From an optimization exercise on the open Yosys and OpenROAD flow, aimed at small area, a short achievable clock period and few clock cycles; shortcuts taken in it are not production practice. In this exercise RTL edits were held to simulation tests only and were not proved equivalent to the original. Power figures rest on the tool's default switching activity, not on a simulated workload.

## run a
Design gas_chamber_switch_controller, start of the top module:
module gas_chamber_switch_controller (
  input  wire logic        clk_i,
  input  wire logic        rst_ni,
  input  wire logic        cfg_we_i,
  input  wire logic [2:0]  cfg_idx_i,
  input  wire logic [31:0] cfg_data_i,
  input  wire logic        in_valid_i,
  output logic             in_ready_o,
  input  wire logic        in_command_i,
  input  wire logic [2:0]  in_chamber_index_i,
  input  wire logic [3:0]  in_sensor_slot_i,
  input  wire logic [15:0] in_sensor_type_i,
  input  wire logic [15:0] in_voltage_i,
  input  wire logic        in_chamber_active_i,
  input  wire logic        in_last_reading_i,
  input  wire logic [31:0] in_now_ms_i,
  output logic             out_valid_o,
  input  wire logic        out_ready_i,
  output logic [2:0]       out_active_chamber_o,
  output logic             out_active_found_o,
  output logic [15:0]      out_monitored_average_o,
  output logic             out_send_command_o,
  output logic [3:0]       out_chamber_command_o
);
Settings: LEC_CHECK=0, CAP_MARGIN=20, CORE_MARGIN=2, CORE_UTILIZATION=40, SETUP_SLACK_MARGIN=4.5, SLEW_MARGIN=20; clock period 8.0 ns.
run.sh (not shown) runs the stock make flow with config.mk's settings and CLKGATE_MAP_FILE= SYNTH_SCRIPT=/design/flow/synth_recipe.tcl, a recipe that flattens the netlist after the stock synthesis.
Testbench counts of run a, summed over its fixed seeds: cycles 23,192.
--- input diff run a..run b ---
- swapping 4.5 for 4.8 in SETUP_SLACK_MARGIN
==> run summary <==
Run b did not stop at any stage, and its layout met the timing, DRC and antenna checks. Summary of the comparison: proportion of power drawn by combinational gates is higher in run b, relative to run a. Re clock buffer count from CTS: run b is 4 up on run a. Compared to run a, run b has number of buffers other than clock buffers in the final layout 118 higher. Compared with run a, run b shows internal portion of total power that has gone up by a few percent. The final worst-path setup slack of run b was superior to that of run a. Compared with run a, in run b final period demand of the worst path saw a decrease; overall power after layout saw an increase; post-synthesis to final-layout area growth saw an increase. Re critical path depth: run a was lower than run b. Diff run a -> run b | design area | increase of 0.0023 sq mm.

---

Another version of the RTL of gas_chamber_switch_controller (not shown whole).
Size in the first run: roughly 6300 cells after synthesis, ~2100 flip-flops, ~140 I/O pins.
clock: 8.0 ns
lec_check: 0
cap_margin: 20
core_margin: 2
core_utilization: 40
setup_slack_margin: 4.8
slew_margin: 20
The first run ran to the end with no violations.
Testbench counts at the start, summed over its fixed seeds: cycles 23,192.
Next try:
CTS_CLUSTER_DIAMETER = 60   (was not set)
CTS_CLUSTER_SIZE = 24   (was not set)
SETUP_SLACK_MARGIN = 4.95   (was 4.8)
After rerunning:
- non-clock buffer count came out higher by 17
- combinational power stays flat
- clock skew came out lower by 0.041 ns
- core utilization came out lower by 0.73 points
- count of clock-buffer cells in the layout came out lower by 149
- design area came out lower by 1.6%
- synthesized cell count stays the same
- sequential share of layout area came out higher by 0.92 points
- first-iteration DRC count came out higher by 4.5%
- global-route usage came out lower by 0.13 points
Next try:
CTS_CLUSTER_DIAMETER = 70   (was 60)
CTS_CLUSTER_SIZE = 30   (was 24)
SETUP_SLACK_MARGIN = 4.8   (was 4.95)
Effect:
- power goes down slightly
- critical path depth is lower by 8
- cell count came out lower slightly
- worst setup slack is worse by 0.034 ns
- die area stays the same
- non-clock buffer count drops by 17
Next try:
CTS_CLUSTER_DIAMETER = 60   (was 70)
CTS_CLUSTER_SIZE = 24   (was 30)
=>
- final cell count climbs slightly
- wire length rose slightly
- cell area went up slightly
- worst hold slack gets worse by 0.011 ns
- utilization went up by 0.27 points
- non-clock buffer count decreases by 2
- power increases by a few percent
- clock-buffer cell count is higher by 28
- combinational power hardly moves
- worst setup slack improves by 0.012 ns
- fmax rose slightly

---

gas_chamber_switch_controller, a different RTL version from the one above (not shown whole).
Size in the first run: ~6300 cells after synthesis, roughly 94000 um2 of cells after synthesis.
Design gas_chamber_switch_controller, start of the top module:
module gas_chamber_switch_controller (
  input  wire logic        clk_i,
  input  wire logic        rst_ni,
  input  wire logic        cfg_we_i,
  input  wire logic [2:0]  cfg_idx_i,
  input  wire logic [31:0] cfg_data_i,
  input  wire logic        in_valid_i,
  output logic             in_ready_o,
  input  wire logic        in_command_i,
  input  wire logic [2:0]  in_chamber_index_i,
  input  wire logic [3:0]  in_sensor_slot_i,
  input  wire logic [15:0] in_sensor_type_i,
  input  wire logic [15:0] in_voltage_i,
  input  wire logic        in_chamber_active_i,
  input  wire logic        in_last_reading_i,
  input  wire logic [31:0] in_now_ms_i,
  output logic             out_valid_o,
  input  wire logic        out_ready_i,
  output logic [2:0]       out_active_chamber_o,
  output logic             out_active_found_o,
  output logic [15:0]      out_monitored_average_o,
  output logic             out_send_command_o,
  output logic [3:0]       out_chamber_command_o
);
  typedef enum logic [4:0] {
    E_IDLE, E_SCAN, E_FOLD, E_MDIV, E_AD1, E_WDIV, E_CMP1, E_CMP2,
    E_SWW, E_PER0, E_PER1, E_PER
  } est_e;
  logic [2:0]  mode_q;
  logic [15:0] mtype_q;
  logic [31:0] min_ms_q;
  logic [15:0] decay_q;
  ...
make LEC_CHECK=0 CAP_MARGIN=20 CORE_MARGIN=2 CORE_UTILIZATION=40 CTS_CLUSTER_DIAMETER=75 CTS_CLUSTER_SIZE=33 SETUP_SLACK_MARGIN=4.8 SLEW_MARGIN=20 finish   # period 8.0 ns
Testbench counts at the start, summed over its fixed seeds: cycles 23,192.
Change:
CTS_CLUSTER_DIAMETER = 70   (was 75)
CTS_CLUSTER_SIZE = 30   (was 33)
Effect: Design area rises by about 0.6%. Sequential share of layout area went down by 0.35 points. Critical path depth went down by 2. Utilization increases by 0.27 points. Power grows by about 2%. Wire length climbs by 0.46%. Setup slack gains 11 ps.

---

Another version of the RTL of gas_chamber_switch_controller (not shown whole).
Size: about 6300 cells after synthesis, ~2100 flip-flops, ~140 I/O pins, about 0.094 mm² of cells after synthesis.
Settings: LEC_CHECK=0, CAP_MARGIN=20, CORE_MARGIN=2, CORE_UTILIZATION=40, SETUP_SLACK_MARGIN=4.8, SLEW_MARGIN=20, TNS_END_PERCENT=10; clock period 8.0 ns.
The starting point went through all stages and came out clean.
Testbench counts at the start, summed over its fixed seeds: cycles 23,192.
Next try:
--- a/flow/config.mk
+++ b/flow/config.mk
@@ -12,2 +12 @@
 export SLEW_MARGIN = 20
-export TNS_END_PERCENT = 10
The new run passed the timing, DRC and antenna checks.
Final area climbs by 1.5%.
First-iteration DRC count climbs by 6.6%.
Core utilization climbs by 0.67 points.
Total power climbs by 2.2%.
Die area is unchanged.

re-timing with driven ports:
No port has a modelled driver above. Below, the same layouts with a new extraction and two added sets of constraints.
Step 1: set_driving_cell puts a clkbuf_16 on clk_i and a buf_2 on each other input, an assumption about the parent block.
Step 2 adds t to the input delays and takes it off the output delays; t is the mean of the earliest and latest rising clock arrival at the registers after step 1. Input paths then give back, and output paths get back, about the clock's delay inside the block.
Slacks: no drivers / after step 1 / after step 2; pairs: no drivers / after step 1.
run | t (ns) | slack for setup (ns) | hold slack, ns | slew at the worst register clock pin (ns) | cell pins on the clock port's net
run a | 0.938 | 4.500 / 4.473 / 4.128 | 0.409 / 0.409 / 0.409 | 0.07 / 0.07 | 1
run b | 0.941 | 4.648 / 4.648 / 4.107 | 0.398 / 0.398 / 0.398 | 0.07 / 0.07 | 1
the first run of note 2 | 0.962 | 4.837 / 4.751 / 4.014 | 0.361 / 0.361 / 0.361 | 0.07 / 0.07 | 1
the second run of note 2 | 0.897 | 4.837 / 4.858 / 3.994 | 0.393 / 0.393 / 0.393 | 0.10 / 0.10 | 1
the third run of note 2 | 0.890 | 4.802 / 4.717 / 4.006 | 0.407 / 0.407 / 0.407 | 0.11 / 0.11 | 1
the fourth run of note 2 | 0.910 | 4.814 / 4.776 / 4.000 | 0.396 / 0.396 / 0.396 | 0.10 / 0.10 | 1
the first run of note 3 | 0.877 | 4.863 / 4.792 / 4.055 | 0.356 / 0.356 / 0.356 | 0.12 / 0.12 | 1
the second run of note 3 | 0.911 | 4.874 / 4.788 / 4.168 | 0.355 / 0.355 / 0.355 | 0.11 / 0.11 | 1
the first run of note 4 | 0.942 | 4.553 / 4.459 / 4.142 | 0.387 / 0.387 / 0.387 | 0.07 / 0.07 | 1
the second run of note 4 | 0.927 | 4.654 / 4.563 / 4.204 | 0.390 / 0.390 / 0.390 | 0.07 / 0.07 | 1
After both steps setup and hold are still met in every run listed. For the second run of note 2, which loses most, drivers alone change the setup slack by +0.021 ns; drivers and shift together by -0.843 ns.
